Source: an optimization exercise on an open RTL-to-GDS flow (aim: small area, a short achievable clock period and few clock cycles per item). Production flows keep margins and buffers that such runs may drop.
In this exercise RTL edits were held to simulation tests only and were not proved equivalent to the original.
Power and IR drop assume default switching activity.

## flow/design.v (module list and top-level ports; edited modules follow where they fit)
// module rsti_front: 55 lines
// module rsti_back: 150 lines
// module rsti_mac_lo: 983 lines
// module rsti_mac_hi: 915 lines
// module radix_string_to_integer_unit: 69 lines
module radix_string_to_integer_unit (
    input  logic                              i_clk,
    input  logic                              i_rst_n,
    input  logic                              i_valid,
    output logic                              o_ready,
    input  logic [7:0]                        i_ch,
    input  logic                              i_first,
    output logic                              o_valid,
    input  logic                              i_ready,
    output logic signed [rsti_pkg::VAL_W-1:0] o_value,
    input  logic                              i_cfg_we,
    input  logic [1:0]                        i_cfg_idx,
    input  logic [rsti_pkg::VAL_W-1:0]        i_cfg_data
);
  // ...
==> flow/flow/run.sh <==
#!/bin/bash
# Own flow: the standard layout (standard.sh, unchanged synthesis), with
# two changes:
#  - every input and output port still gets its own buffer, but a plain
#    sky130_fd_sc_hd__buf_1 rather than the delay cell buffer_ports picks by
#    itself;
#  - clock tree synthesis adds no dummy loads and drives the register
#    clusters with sky130_fd_sc_hd__clkbuf_4 (the tree above them is as
#    usual).
# standard.sh's output goes to standard.log; each ORFS step keeps its own log
# under orfs/logs/.
set -euo pipefail
bash standard.sh "BUFFER_PORTS_ARGS=-buffer_cell sky130_fd_sc_hd__buf_1" \
  "CTS_ARGS=-sink_clustering_enable -repair_clock_nets -dont_use_dummy_load -sink_clustering_buffer sky130_fd_sc_hd__clkbuf_4" \
  finish > standard.log 2>&1
==> flow/standard.sh <==
#!/bin/bash
# synth_recipe.tcl (not shown) runs the flow's synth.tcl, then flattens the netlist and writes it again
# the make line also repeats each setting of config.mk as NAME=value (left out here)
make -C /OpenROAD-flow-scripts/flow DESIGN_CONFIG=/design/flow/config.mk WORK_HOME=/design/flow/orfs CLKGATE_MAP_FILE= SYNTH_SCRIPT=/design/flow/synth_recipe.tcl "${@:-finish}"
==> flow/config.mk <==
export PLATFORM = sky130hd
export DESIGN_NAME = radix_string_to_integer_unit
export DESIGN_NICKNAME = radix_string_to_integer_unit
export VERILOG_FILES = /design/flow/design.v
export SDC_FILE = /design/flow/constraint.sdc
export NUM_CORES = 4
export LEC_CHECK = 0
export ABC_AREA = 1
export CAP_MARGIN = 20
export CORE_MARGIN = 2
export CORE_UTILIZATION = 55
export PLACE_DENSITY = 0.7
export SETUP_SLACK_MARGIN = 2.7
export SLEW_MARGIN = 20
==> flow/constraint.sdc <==
create_clock -name core_clock -period 6.5 [get_ports {i_clk}]
set_input_delay 1.3000 -clock core_clock [delete_from_list [all_inputs] [get_ports {i_clk}]]
set_output_delay 1.3000 -clock core_clock [all_outputs]
set_load 0.01 [all_outputs]
==> notes.md, run 1 <==
- First-pass GRT wire length: 87300 µm
- Seq. pwr: 1.88 mW
- Met2 usage: 52.5%
- Internal: 6.61 mW
- Slew margin rel.: 32.5%
- Remaining DRCs: 0
- FILL cells: 2967
- Total Die Area: 0.0355 mm²
- RSZ-0062 raised after global routing: true
- Mux cell area share after synthesis: 0%
- Hold Path Cell Cnt: 2
- N_taps: 448
- Setup crit end: u_back.r_lo[16]$_DFF_P_
- Status: finished clean
- CP dominant cell by count: a21oi_4
- CP peak stage delay: 0.55 ns
- Most frequent cells after synthesis: nand2_1 (347), inv_1 (274), xor2_1 (268), dfxtp_1 (227), nor2_1 (205)
- Signal buffers share of area: 6.22%
- Clock sink total: 236
- Rows: 67
- R2r setup slk: 2.61 ns
- Critical path data required time: 6.93 ns
- Inverters: 301
- DR top layer: met4
- # diodes: 1
- Commonest non-fill, non-tap cell in the layout: nand2_1
- Hold Vio Cnt, Final: 0
- Largest cells by area after synthesis: dfxtp_1 (24%), xor2_1 (13%), ha_1 (9.2%)
- Total gr overflow: 0
- Drt wl/cell: 17.9 µm
- EDFF count, synth: 9
- TritonCTS clock tree: yes
- First-pass DRT Iterations: 6
- Worst setup SP type: flop
- Met2 routed WL: 27000 µm
- CP endpoint kind: flop
- Gpl congestion: 0.939
- Grt met3 use: 5.40%
- Hold Path Sink: r_digits_high[46]$_SDFFE_PN0P_
Testbench counts, summed over its fixed seeds: cycles 18,815, items 18,783.
==> inputs of run 2 (changes only) <==
--- a/flow/config.mk
+++ b/flow/config.mk
@@ -12,3 +12,3 @@
 export PLACE_DENSITY = 0.7
-export SETUP_SLACK_MARGIN = 2.7
+export SETUP_SLACK_MARGIN = 2.52
 export SLEW_MARGIN = 20
==> run 2 against run 1 <==
Utilization shrank 1.3 points; critical endpoint unchanged; critical path depth down 4; largest power group unchanged; sequential power about the same; flip-flop and latch count is the same; register-to-register slack worse by 0.08 ns; combinational power down 11%; fmax shrank 2.0%; clock power is essentially flat.
==> notes.md, run 2 <==
- P&R area growth vs syn: 12.9%
- Distinct cell type count of the synthesized netlist: 49
- Most frequent cells after synthesis: nand2_1 (347), inv_1 (274), xor2_1 (268), dfxtp_1 (227), nor2_1 (205)
- Crit Path Class: reg2reg
- Sw power: 6.04 mW
- Initial Utilization: 55.8%
- First-pass DRT Iterations: 6 (unchanged)
- Max Fclk: 252 MHz
- #FFs+latches synth: 236
- Gpl congestion: 0.923 (-1.7%)
- Final WL: 54600 µm
- Die W: 188 µm
- Met2 usage: 51.0% (-1.5 points)
- Overall Power: 12.0 mW
- Total gr overflow: 0 (unchanged)
- Worst Setup SP: r_booth[3]$_SDFFE_PN1P_
- Clock sink total: 236 (unchanged)
- Initial antenna violation count: 1
- Reg power frac: 15.6%
- Worst Reg-to-Reg Cells: 17
- Most frequent cells in the layout: nand2_1 (339), xor2_1 (264), inv_1 (254)
- R2r setup slk: 2.53 ns (-0.08 ns)
- Total Die Area: 0.0355 mm² (unchanged)
- DR vias/cell: 5.78
- Post-synth ARST share: 0%
- Total GRT Usage: 29.4%
- Fin util: 63.0%
- H-tree lvl count: 3
- Maximum VDD drop: 0.337 mV
- Max Slew Vio Count: 0
- Status: finished clean
- Internal: 6.00 mW (-9.2%)
- Hold/Removal Path Class: reg2reg
- Gate power share: 73.8%
- TritonCTS clock tree: yes
- Clk network pwr share: 10.6%
- Share of the synthesized area in the top cell type: 24.3%
- Worst setup SP type: flop
- Hold Buf Count CTS: 0
- Detail Route Antenna Nets: 0
- Rows: 67 (unchanged)
- TritonCTS Buffers: 69
- Yosys warnings: 3
- First-pass GRT wire length: 84800 µm (-2.9%)
- Largest net degree at the start of global routing: 89
- Max-cap violations: 0
- Vias in the first global route: 16800
- Hold Slack: 0.471 ns
- Grt met3 use: 5.03% (-0.37 points)
- Ys flop type: dfxtp_1
- Hold Vio Cnt, Final: 0 (unchanged)
- Busiest grt layer: met2
- Fin nets: 2914
- Initial drt markers: 1180
- Setup crit end: u_back.r_lo[16]$_DFF_P_
- Worst path slowest cell: fa_1
- Clock root cell: clkbuf_16
- Largest cells by area after synthesis: dfxtp_1 (24%), xor2_1 (13%), ha_1 (9.2%)
- Drt wl/cell: 17.8 µm (-0.73%)
- Worst path cell trace: clkinv_16, o22ai_4, xor2_2, fa_1, fa_1, inv_1, ha_1, nand2_1, inv_1, a21oi_2, nor2_4, o22ai_4, o21ai_2, a21o_4, inv_2, fa_2, o221ai_2
- Commonest non-fill, non-tap cell in the layout: nand2_1
- RSZ-0062 raised after global routing: false
- Period minus WS final: 3.97 ns
- Finished Cell Area: 0.0211 mm²
- Core area: 0.0335 mm²
- Total number of vias: 17700
- Die height: 188 µm
- Slew margin rel.: 35.9% (+3.4 points)
- RR Startpoint: r_booth[3]$_SDFFE_PN1P_
- Sw Ratio: 50.2%
- Mapped Area: 0.0187 mm²
- Area after DPL: 0.0196 mm²
- Area leader, netlist: dfxtp_1
- Cells after synthesis: 2466
- IO Count: 146
- Reg2reg end: u_back.r_lo[16]$_DFF_P_
- Remaining DRCs: 0 (unchanged)
- CP peak stage delay: 0.59 ns (+0.04 ns)
- Hpwl dp: 36300 µm
- CP endpoint kind: flop
- Worst-path clk slew: 0.06 ns
- Met1 global-route usage: 35.9%
- Biggest regs: r_digits_high: 64 flops, r_digits_low: 64 flops
- Worst-Margin Slew: 0.960 ns
- Most numerous cell in the Yosys netlist: nand2_1
- Post-Syn Nets: 2761
- Setup violators final: 0
- Leak Pwr: 9.53 nW
- EDFF count, synth: 9 (unchanged)
- Crit-path max FO: 11
- Clock skew: 0.0326 ns
- Sequential area share after synthesis: 25.7%
- Critical path data required time: 6.93 ns (about the same)
- Clock latency on the worst-skew pair: 0.53 ns
- CTS Buffer Depth: 3
- Sum Neg Setup Slack: 0 ns
- Power density cells: 570 mW/mm²
- PortBufs: 145
- Period utilization: 61.1%
- Crit path DAT: 4.40 ns
- Share of cells above drive strength 1: 10.6%
- Synth Area per Inst: 7.59 µm²
run 2: cell counts after synthesis:
Identical to the previous run, type by type.
run 2: what timing repair did:
action,CTS,global route
gates cloned,2,6
pin swaps,7,33
resized for setup,43,74
setup endpoints to repair,57,50
buffers inserted,18,21
run 2: worst min path at each step:
stage                                           endpoint  cells after the start                      startpoint  slack, ns
after floorplan           u_back.r_phase[0]$_SDFFE_PN1P_                      2  u_back.r_phase[0]$_SDFFE_PN1P_       0.44
after global placement     r_digits_low[61]$_SDFFE_PN1P_                      2   r_digits_low[61]$_SDFFE_PN1P_       0.45
after detailed placement  r_digits_high[18]$_SDFFE_PN0P_                      2  r_digits_high[18]$_SDFFE_PN0P_       0.46
after CTS                 r_digits_high[18]$_SDFFE_PN0P_                      2  r_digits_high[18]$_SDFFE_PN0P_       0.47
after global routing      r_digits_high[62]$_SDFFE_PN0P_                      2  r_digits_high[62]$_SDFFE_PN0P_       0.49
final                     r_digits_high[60]$_SDFFE_PN0P_                      2  r_digits_high[60]$_SDFFE_PN0P_       0.47
run 2: through the flow:
step / setup slack (ns) / std cells
global route: 2.42 / 3065
CTS: 2.52 / 3038
detailed placement: 1.63 / 2949
finish: 2.53 / 3066
global placement: 1.80 / 2949
floorplan: 2.48 / 2466
run 2: routing by layer:
metal	share of wire, %	up-vias
li1	-	8520
met1	41	8379
met2	48	681
met3	6.4	154
met4	4.5	0
met5	0	-
run 2: logic make-up after synthesis:
family	after synthesis	share of synthesized area, %
and+or+nand+nor	766	17.3
AOI/OAI and AO/OA	521	16.7
buffers and inverters	432	8.84
xor gates and xnor gates	295	13.8
DFF	236	25.7
adders and majority gates	216	17.6
run 2: critical path, delay by kind of cell, from the launching register on:
family	cells	cell delay [ns]
adders and majority gates	4	1.78
buffers and inverters	4	0.26
and+or+nand+nor	2	0.14
xor gates and xnor gates	1	0.19
DFF	1	0.43
AOI/OAI and AO/OA	6	1.07
run 2: area by class of cell:
cell class	count	area, µm²
clock buffer	69	676
sequential	236	4850
fill	3053	12400
tap	448	561
antenna	1	2.50
timing repair buffer	210	1150
timing repair inverter	8	77.6
multi-input combinational	1798	12600
inverter	296	1200
run 2: power by group through the flow:
stage / Combinational [mW] / Sequential (mW) / Clock (mW)
2_1_floorplan: 6.35 / 1.82 / 0
3_3_place_gp: 7.72 / 1.91 / 0
3_5_place_dp: 7.93 / 1.91 / 0
4_1_cts: 8.26 / 1.87 / 1.31
5_1_grt: 10.1 / 1.90 / 1.38
6_report: 8.88 / 1.88 / 1.28
==> inputs of run 3 (changes only) <==
--- a/flow/config.mk
+++ b/flow/config.mk
@@ -12,3 +12,3 @@
 export PLACE_DENSITY = 0.7
-export SETUP_SLACK_MARGIN = 2.52
+export SETUP_SLACK_MARGIN = 2.55
 export SLEW_MARGIN = 20
==> run 3 against run 2 <==
Still clean; clock power barely moved; clock-buffer cell count rose by 1; worst hold slack barely moved; routed wire length fell by 0.72%; utilization fell by 0.14 points; cell count fell by 0.13%; highest routed layer is now met5.
==> notes.md, run 3 <==
- Hold Path Sink: r_digits_high[18]$_SDFFE_PN0P_
- RR Startpoint: r_booth[5]$_SDFFE_PN1P_
- Hold Slack: 0.471 ns (-0.000358 ns)
- RSZ-0062 raised after global routing: true
- TritonCTS Buffers: 70 (+1.4%)
- Area leader, netlist: dfxtp_1
- Most frequent cells after synthesis: nand2_1 (347), inv_1 (274), xor2_1 (268), dfxtp_1 (227), nor2_1 (205)
- Total Die Area: 0.0355 mm² (unchanged)
- Final cell count without fillers: 3062 (-0.13%)
- Gpl congestion: 0.934 (+1.3%)
- First-pass GRT wire length: 85400 µm (+0.78%)
- Hold/Removal Path Class: reg2reg
- Maximum VDD drop: 0.321 mV (-4.6%)
- Max-cap violations: 0 (unchanged)
- Largest net degree at the start of global routing: 95 (+6.7%)
- Status: finished clean
- Fin nets: 2910 (-0.14%)
- PortBufs: 145 (unchanged)
- Biggest regs: r_digits_high: 64 flops, r_digits_low: 64 flops
- Period utilization: 59.2% (-1.9 points)
- Sequential area share after synthesis: 25.7% (unchanged)
- H-tree lvl count: 3 (unchanged)
- Post-Syn Nets: 2761 (unchanged)
- Core area: 0.0335 mm² (unchanged)
- Sw Ratio: 50.3% (+0.14 points)
- Largest family of logic cells by synthesized area: adder cells
- Internal: 6.05 mW (+0.85%)
- Placed insts: 2947 (-0.068%)
- Worst-path clk slew: 0.06 ns (about the same)
- Worst Reg-to-Reg Cells: 18 (+1)
- DR vias/cell: 5.82 (+0.58%)
- Hold_sp: r_digits_high[18]$_SDFFE_PN0P_
- Gate power share: 73.9% (about the same)
- Rows: 67 (unchanged)
- Adder-cell share of the synthesized area: 17.6% (unchanged)
- Synth Area per Inst: 7.59 µm² (unchanged)
- Most numerous cell in the Yosys netlist: nand2_1
- First-pass DRT Iterations: 7 (+1)
- Reg power frac: 15.4% (-0.2 points)
- Clock root cell: clkbuf_16
- Ys flop type: dfxtp_1
- Mux cell area share after synthesis: 0% (unchanged)
- Worst setup SP type: flop
- Initial antenna violation count: 2 (+1)
- Critical path data required time: 6.86 ns (-0.07 ns)
- Largest cells by area after synthesis: dfxtp_1 (24%), xor2_1 (13%), ha_1 (9.2%)
- Clock latency on the worst-skew pair: 0.54 ns (about the same)
- TritonCTS clock tree: yes
- IO Count: 146 (unchanged)
- Detail Route Antenna Nets: 0 (unchanged)
- Final WL: 54200 µm (-0.72%)
- Commonest non-fill, non-tap cell in the layout: nand2_1
- Hold Buf Count CTS: 0 (unchanged)
- Die height: 188 µm (unchanged)
- Max Fclk: 260 MHz (+3.2%)
- Post-Synth Simple-Gate Area: 17.3% (unchanged)
- Max Slew Vio Count: 0 (unchanged)
- Worst-Margin Slew: 0.965 ns (+0.00475 ns)
- Yosys warnings: 3 (unchanged)
- Reg2reg end: u_back.r_hi[31]$_DFF_P_
- Synth Area in Compound Gates: 16.7% (unchanged)
- R2r setup slk: 2.65 ns (+0.12 ns)
- CTS Buffer Depth: 3 (unchanged)
- Crit-path max FO: 12 (+1)
- Initial Utilization: 55.8% (unchanged)
- Sum Neg Setup Slack: 0 ns (unchanged)
- Remaining DRCs: 0 (unchanged)
- Share of cells above drive strength 1: 10.4% (-0.21 points)
- Period minus WS final: 3.85 ns (-0.121 ns)
- Most frequent cells in the layout: nand2_1 (339), xor2_1 (265), inv_1 (253)
- P&R area growth vs syn: 12.7%
- Sw power: 6.13 mW (+1.4%)
- Post-synth ARST share: 0% (unchanged)
- #FFs+latches synth: 236 (unchanged)
- Share of the synthesized area in the top cell type: 24.3% (unchanged)
- Clock sink total: 236 (unchanged)
- Post-synthesis xor/xnor area fraction: 13.8% (unchanged)
- Cells after synthesis: 2466 (unchanged)
- Setup violators final: 0 (unchanged)
- Die W: 188 µm (unchanged)
- Crit path DAT: 4.21 ns (-0.19 ns)
- Mapped Area: 0.0187 mm² (unchanged)
- CP endpoint kind: flop
- Initial drt markers: 1537 (+30%)
- Hpwl dp: 35600 µm (-2.0%)
- Total GRT Usage: 29.6% (+0.20 points)
- Crit Path Class: reg2reg
- Drt wl/cell: 17.7 µm (-0.59%)
- Leak Pwr: 9.52 nW (about the same)
- Total number of vias: 17800 (+0.45%)
- Hold Vio Cnt, Final: 0 (unchanged)
- Slew margin rel.: 35.7% (-0.25 points)
- Distinct cell type count of the synthesized netlist: 49 (unchanged)
- Total gr overflow: 0 (unchanged)
- Hold Path Cell Cnt: 2 (unchanged)
- Vias in the first global route: 16900 (+0.72%)
- Power density cells: 577 mW/mm² (+1.4%)
- Clock skew: 0.0433 ns (+0.0106 ns)
- EDFF count, synth: 9 (unchanged)
- Clk network pwr share: 10.7% (about the same)
[run 3: power groups by stage]
stage / Combinational (mW) / Clock [mW] / Sequential, mW
4_1_cts: 8.25 / 1.34 / 1.86
3_3_place_gp: 7.77 / 0 / 1.90
6_report: 9.00 / 1.31 / 1.87
5_1_grt: 10.2 / 1.42 / 1.89
3_5_place_dp: 7.96 / 0 / 1.91
2_1_floorplan: 6.35 / 0 / 1.82
[run 3: layout make-up]
type	count	area (µm²)
timing repair inverter	5	45.0
inverter	296	1190
antenna	1	2.50
sequential	236	4850
fill	3100	12400
tap	448	561
multi-input combinational	1798	12600
timing repair buffer	208	1150
clock buffer	70	683
[run 3: worst max path at each step]
| stage | cells past startpoint | startpoint | to |
|---|---|---|---|
| floorplan | 23 | u_back.r_par$_SDFFE_PN0P_ | u_back.r_lo[16]$_DFF_P_ |
| global placement | 16 | r_booth[5]$_SDFFE_PN1P_ | u_back.r_lo[16]$_DFF_P_ |
| detailed placement | 16 | r_booth[5]$_SDFFE_PN1P_ | u_back.r_lo[16]$_DFF_P_ |
| CTS | 17 | r_booth[3]$_SDFFE_PN1P_ | u_back.r_lo[16]$_DFF_P_ |
| global route | 19 | r_booth[0]$_SDFFE_PN0P_ | u_back.r_hi[30]$_DFF_P_ |
| finish | 18 | r_booth[5]$_SDFFE_PN1P_ | u_back.r_hi[31]$_DFF_P_ |
[run 3: cells by family after synthesis]
kind of cell / after synthesis
AOI/OAI and AO/OA: 521
buffers and inverters: 432
and+or+nand+nor: 766
xor gates and xnor gates: 295
adders and majority gates: 216
DFF: 236
[run 3: stage by stage]
stage	util, %	total power [mW]	setup WS, ns	area, µm²
3_3_place_gp	58.4	9.67	1.79	19600
6_report	62.9	12.2	2.65	21100
4_1_cts	61.4	11.5	2.51	20600
2_1_floorplan	-	8.17	2.52	18900
3_5_place_dp	58.4	9.87	1.74	19600
5_1_grt	62.9	13.5	2.45	21100
[run 3: critical path, stage by stage, from the launching register on]
cell      delay [ns]
dfxtp_4         0.36
buf_4           0.20
buf_4           0.27
buf_12          0.19
xor2_1          0.17
ha_1            0.27
fa_1            0.46
ha_1            0.34
a21oi_1         0.20
nor2_1          0.08
nor2_1          0.16
nor2_1          0.08
or2_2           0.33
a21oi_4         0.16
o21bai_1        0.09
nor2_1          0.10
nand2_1         0.06
nand3_1         0.07
nand3_1         0.07
[run 3: metal layers]
metal	part of all wire [%]	GRT usage, %
met1	41	37.0
met2	48	50.2
met3	6.8	4.82
met4	4.3	13.4
met5	0.020	0
[run 3: what timing repair did]
item | 4_1_cts | 5_1_grt
pin swaps | 5 | 25
endpoints found under the setup margin | 56 | 51
endpoints found under the hold margin | 0 | 0
gates resized for setup | 47 | 62
cloned | 2 | 4
buffers inserted | 13 | 25
==> inputs of run 4 (changes only) <==
--- a/flow/config.mk
+++ b/flow/config.mk
@@ -10,5 +10,5 @@
 export CORE_MARGIN = 2
-export CORE_UTILIZATION = 55
-export PLACE_DENSITY = 0.7
-export SETUP_SLACK_MARGIN = 2.55
+export CORE_UTILIZATION = 60
+export PLACE_DENSITY = 0.75
+export SETUP_SLACK_MARGIN = 2.6
 export SLEW_MARGIN = 20
==> run 4 against run 3 <==
Highest routed layer is now met4; register-to-register slack got worse by 0.08 ns; non-clock buffer count rose by 13; first-iteration DRC count fell by 2.0%; final area rose by 1.4%; via count rose by 2.0%; global-route usage rose by 2.3 points; clock-buffer cell count fell by 2; largest power group unchanged; clock power barely moved; flip-flop and latch count did not move; largest cell class unchanged.
==> notes.md, run 4 <==
- First-pass DRT Iterations: 6 (-1)
- Most frequent cells after synthesis: nand2_1 (347), inv_1 (274), xor2_1 (268), dfxtp_1 (227), nor2_1 (205)
- Vias in the first global route: 17200 (+1.7%)
- First-pass GRT wire length: 84900 µm (-0.61%)
- CTS Buffer Depth: 3 (unchanged)
- Leak Pwr: 9.64 nW (+1.2%)
- WP depth: 19 (+1)
- Worst path slowest cell: fa_1
- Detail Route Antenna Nets: 0 (unchanged)
- Maximum VDD drop: 0.326 mV (+1.3%)
- Distinct cell type count of the synthesized netlist: 49 (unchanged)
- Clock latency on the worst-skew pair: 0.55 ns (about the same)
- Most numerous cell in the Yosys netlist: nand2_1
- Internal: 6.31 mW (+4.4%)
- Initial Utilization: 61.0% (+5.2 points)
- Worst-Margin Slew: 0.973 ns (+0.00824 ns)
- Die height: 181 µm (-4.2%)
- Hold Buf Count CTS: 0 (unchanged)
- Worst path cell trace: clkinv_8, buf_4, clkbuf_16, o22ai_1, xor2_1, ha_1, fa_1, ha_1, a21oi_1, nand2_2, nand2_4, nand2_4, a21oi_4, o21ai_4, a21oi_4, buf_6, nor2_2, nor3_1, o211ai_1
- Clock root cell: clkbuf_16
- #FFs+latches synth: 236 (unchanged)
- TritonCTS clock tree: yes
- IO Count: 146 (unchanged)
- Slew margin rel.: 35.1% (-0.55 points)
- FILL cells: 2499 (-19%)
- Yosys warnings: 3 (unchanged)
- Most frequent cells in the layout: nand2_1 (336), xor2_1 (263), inv_1 (250)
- DR vias/cell: 6.01 (+3.3%)
- H-tree lvl count: 3 (unchanged)
- Critical path data required time: 6.88 ns (+0.02 ns)
- Worst-path clk slew: 0.07 ns (about the same)
- Period minus WS final: 3.93 ns (+0.0798 ns)
- Hpwl dp: 35600 µm (+0.17%)
- Largest cells by area after synthesis: dfxtp_1 (24%), xor2_1 (13%), ha_1 (9.2%)
- Initial drt markers: 1507 (-2.0%)
- RSZ-0062 raised after global routing: true
- Total gr overflow: 0 (unchanged)
- Commonest non-fill, non-tap cell in the layout: nand2_1
- EDFF count, synth: 9 (unchanged)
- Status: finished clean
- Total Die Area: 0.0326 mm² (-8.2%)
- PortBufs: 145 (unchanged)
- CP endpoint kind: flop
- Hold Vio Cnt, Final: 0 (unchanged)
- Final WL: 55200 µm (+1.8%)
- CP peak stage delay: 0.47 ns (about the same)
- Max Slew Vio Count: 0 (unchanged)
- Clock sink total: 236 (unchanged)
- Rows: 64 (-4.5%)
- Share of cells above drive strength 1: 12.2% (+1.9 points)
- Initial antenna violation count: 1 (-1)
- Mapped Area: 0.0187 mm² (unchanged)
- Cell family with most CP delay: adder cells
- Buf/Inv on CP: 4 (+1)
- Fin nets: 2923 (+0.45%)
- Gpl congestion: 0.934 (about the same)
- Sw power: 6.43 mW (+4.9%)
- Die W: 181 µm (-4.2%)
- Reg power frac: 14.7% (-0.7 points)
- Biggest regs: r_digits_high: 64 flops, r_digits_low: 64 flops
- Max-cap violations: 0 (unchanged)
- Worst setup SP type: flop
- Hold/Removal Path Class: reg2reg
- Total number of vias: 18200 (+2.0%)
- Synth Area per Inst: 7.59 µm² (unchanged)
- Sum Neg Setup Slack: 0 ns (unchanged)
- Ys flop type: dfxtp_1
- Crit path DAT: 4.31 ns (+0.10 ns)
- Post-Syn Nets: 2761 (unchanged)
- TritonCTS Buffers: 68 (-2.9%)
- Worst Reg-to-Reg Cells: 19 (+1)
- Hold Path Cell Cnt: 2 (unchanged)
- Gate power share: 75.2% (+1.3 points)
- Sequential area share after synthesis: 25.7% (unchanged)
- Clock skew: 0.0404 ns (-0.00282 ns)
- Area leader, netlist: dfxtp_1
- Cells after synthesis: 2466 (unchanged)
- Largest net degree at the start of global routing: 95 (unchanged)
- Total GRT Usage: 31.9% (+2.3 points)
- Max Fclk: 254 MHz (-2.0%)
- Setup violators final: 0 (unchanged)
- Sw Ratio: 50.5% (+0.14 points)
- Core area: 0.0307 mm² (-8.5%)
- Share of the synthesized area in the top cell type: 24.3% (unchanged)
- Clk network pwr share: 10.1% (-0.6 points)
- Crit-path max FO: 6 (-6)
- Fin util: 69.7% (+6.9 points)
- Drt wl/cell: 18.3 µm (+3.2%)
- Remaining DRCs: 0 (unchanged)
- Post-synth ARST share: 0% (unchanged)
- Power density cells: 596 mW/mm² (+3.2%)
- P&R area growth vs syn: 14.3%
- Crit Path Class: reg2reg
- Period utilization: 60.5% (+1.2 points)
-- run 4: through the flow --
stage | total power [mW] | hold slack, ns | instances | area (µm²) | worst slack (ns)
6_report | 12.7 | 0.470 | 3023 | 21400 | 2.57
5_1_grt | 14.0 | 0.490 | 3023 | 21400 | 2.43
4_1_cts | 11.5 | 0.467 | 2993 | 20700 | 2.57
3_5_place_dp | 9.83 | 0.459 | 2897 | 19600 | 1.72
3_3_place_gp | 9.57 | 0.453 | 2897 | 19600 | 1.90
2_1_floorplan | 8.17 | 0.441 | 2466 | 18900 | 2.52
-- run 4: layout make-up --
cell class / count / area [µm²] / area share, %
antenna: 1 / 2.50 / 0.0117
clock buffer: 68 / 668 / 3.12
inverter: 296 / 1190 / 5.57
multi-input combinational: 1798 / 12800 / 60.0
sequential: 236 / 4860 / 22.7
tap: 396 / 495 / 2.32
timing repair buffer: 221 / 1290 / 6.02
timing repair inverter: 7 / 55.1 / 0.257
-- run 4: worst paths after layout --
kind / slack, ns / endpoint / start
worst min register to register: 0.47 / r_digits_high[16]$_SDFFE_PN0P_ / r_digits_high[16]$_SDFFE_PN0P_
worst max register to register: 2.57 / u_back.r_hi[29]$_DFF_P_ / r_booth[4]$_SDFFE_PN0P_
worst min-delay path: 0.47 / r_digits_high[16]$_SDFFE_PN0P_ / r_digits_high[16]$_SDFFE_PN0P_
worst max-delay path: 2.57 / u_back.r_hi[29]$_DFF_P_ / r_booth[4]$_SDFFE_PN0P_
-- run 4: power by group through the flow --
stage	clock [mW]	sequential [mW]	combinational, mW
2_1_floorplan	0	1.82	6.35
3_3_place_gp	0	1.89	7.68
3_5_place_dp	0	1.90	7.93
4_1_cts	1.31	1.86	8.34
5_1_grt	1.38	1.89	10.7
6_report	1.29	1.87	9.58
-- run 4: repair_timing --
| action | 4_1_cts | 5_1_grt |
|---|---|---|
| buffers inserted | 23 | 25 |
| endpoints found under the setup margin | 57 | 51 |
| pin swaps | 13 | 62 |
| gates resized for setup | 56 | 110 |
| gates cloned | 5 | 4 |
| hold endpoints to repair | 0 | 0 |
-- run 4: layer usage --
| layer | vias up | global-route usage (%) | wire (µm) |
|---|---|---|---|
| met3 | 226 | 5.62 | 4110 |
| met4 | 0 | 18.4 | 3010 |
| li1 | 8559 | - | - |
| met1 | 8502 | 38.5 | 21900 |
| met5 | - | 0 | 0 |
| met2 | 888 | 53.6 | 26200 |
-- run 4: logic make-up (layout without fill, tap and decap cells) --
kind of cell	Yosys count	count (layout)	synth area share (%)
buffers and inverters	432	592	8.84
xor gates and xnor gates	295	295	13.8
adders and majority gates	216	216	17.6
and+or+nand+nor	766	766	17.3
DFF	236	236	25.7
other	0	1	0
AOI/OAI and AO/OA	521	521	16.7
-- run 4: worst min-delay path: stages (launching register included) --
cell and delay, ns:
dfxtp_1 0.30, inv_1 0.06, a21oi_1 0.05

## separate check: timing with driven ports
In the flow no input, the clock included, has a driving cell. The finished layouts below were timed again as built, in two steps. Step 1 sets driving cells, clkbuf_16 on the clock port and buf_2 on the other inputs (assumed; they add their load-dependent delay and slew). Step 2 moves the port delays by t, midway between the first and last clock arrival at a register: inputs arrive t later, outputs are due t later. That takes back most of the time a late clock gives input paths. Slacks: ideal ports / drivers / drivers and shift; pairs: ideal ports / drivers.
| run | t (ns) | setup slack, ns | pins driven straight from the clock port |
|---|---|---|---|
| run 1 | 0.562 | 2.607 / 2.607 / 2.298 | 1 |
| run 2 | 0.567 | 2.529 / 2.529 / 2.207 | 1 |
| run 3 | 0.567 | 2.650 / 2.650 / 2.305 | 1 |
| run 4 | 0.579 | 2.571 / 2.571 / 2.221 | 1 |
After both steps setup and hold are still met in every run listed. For run 4, which loses most, drivers alone change the setup slack by 0.000 ns; drivers and shift together by -0.350 ns.
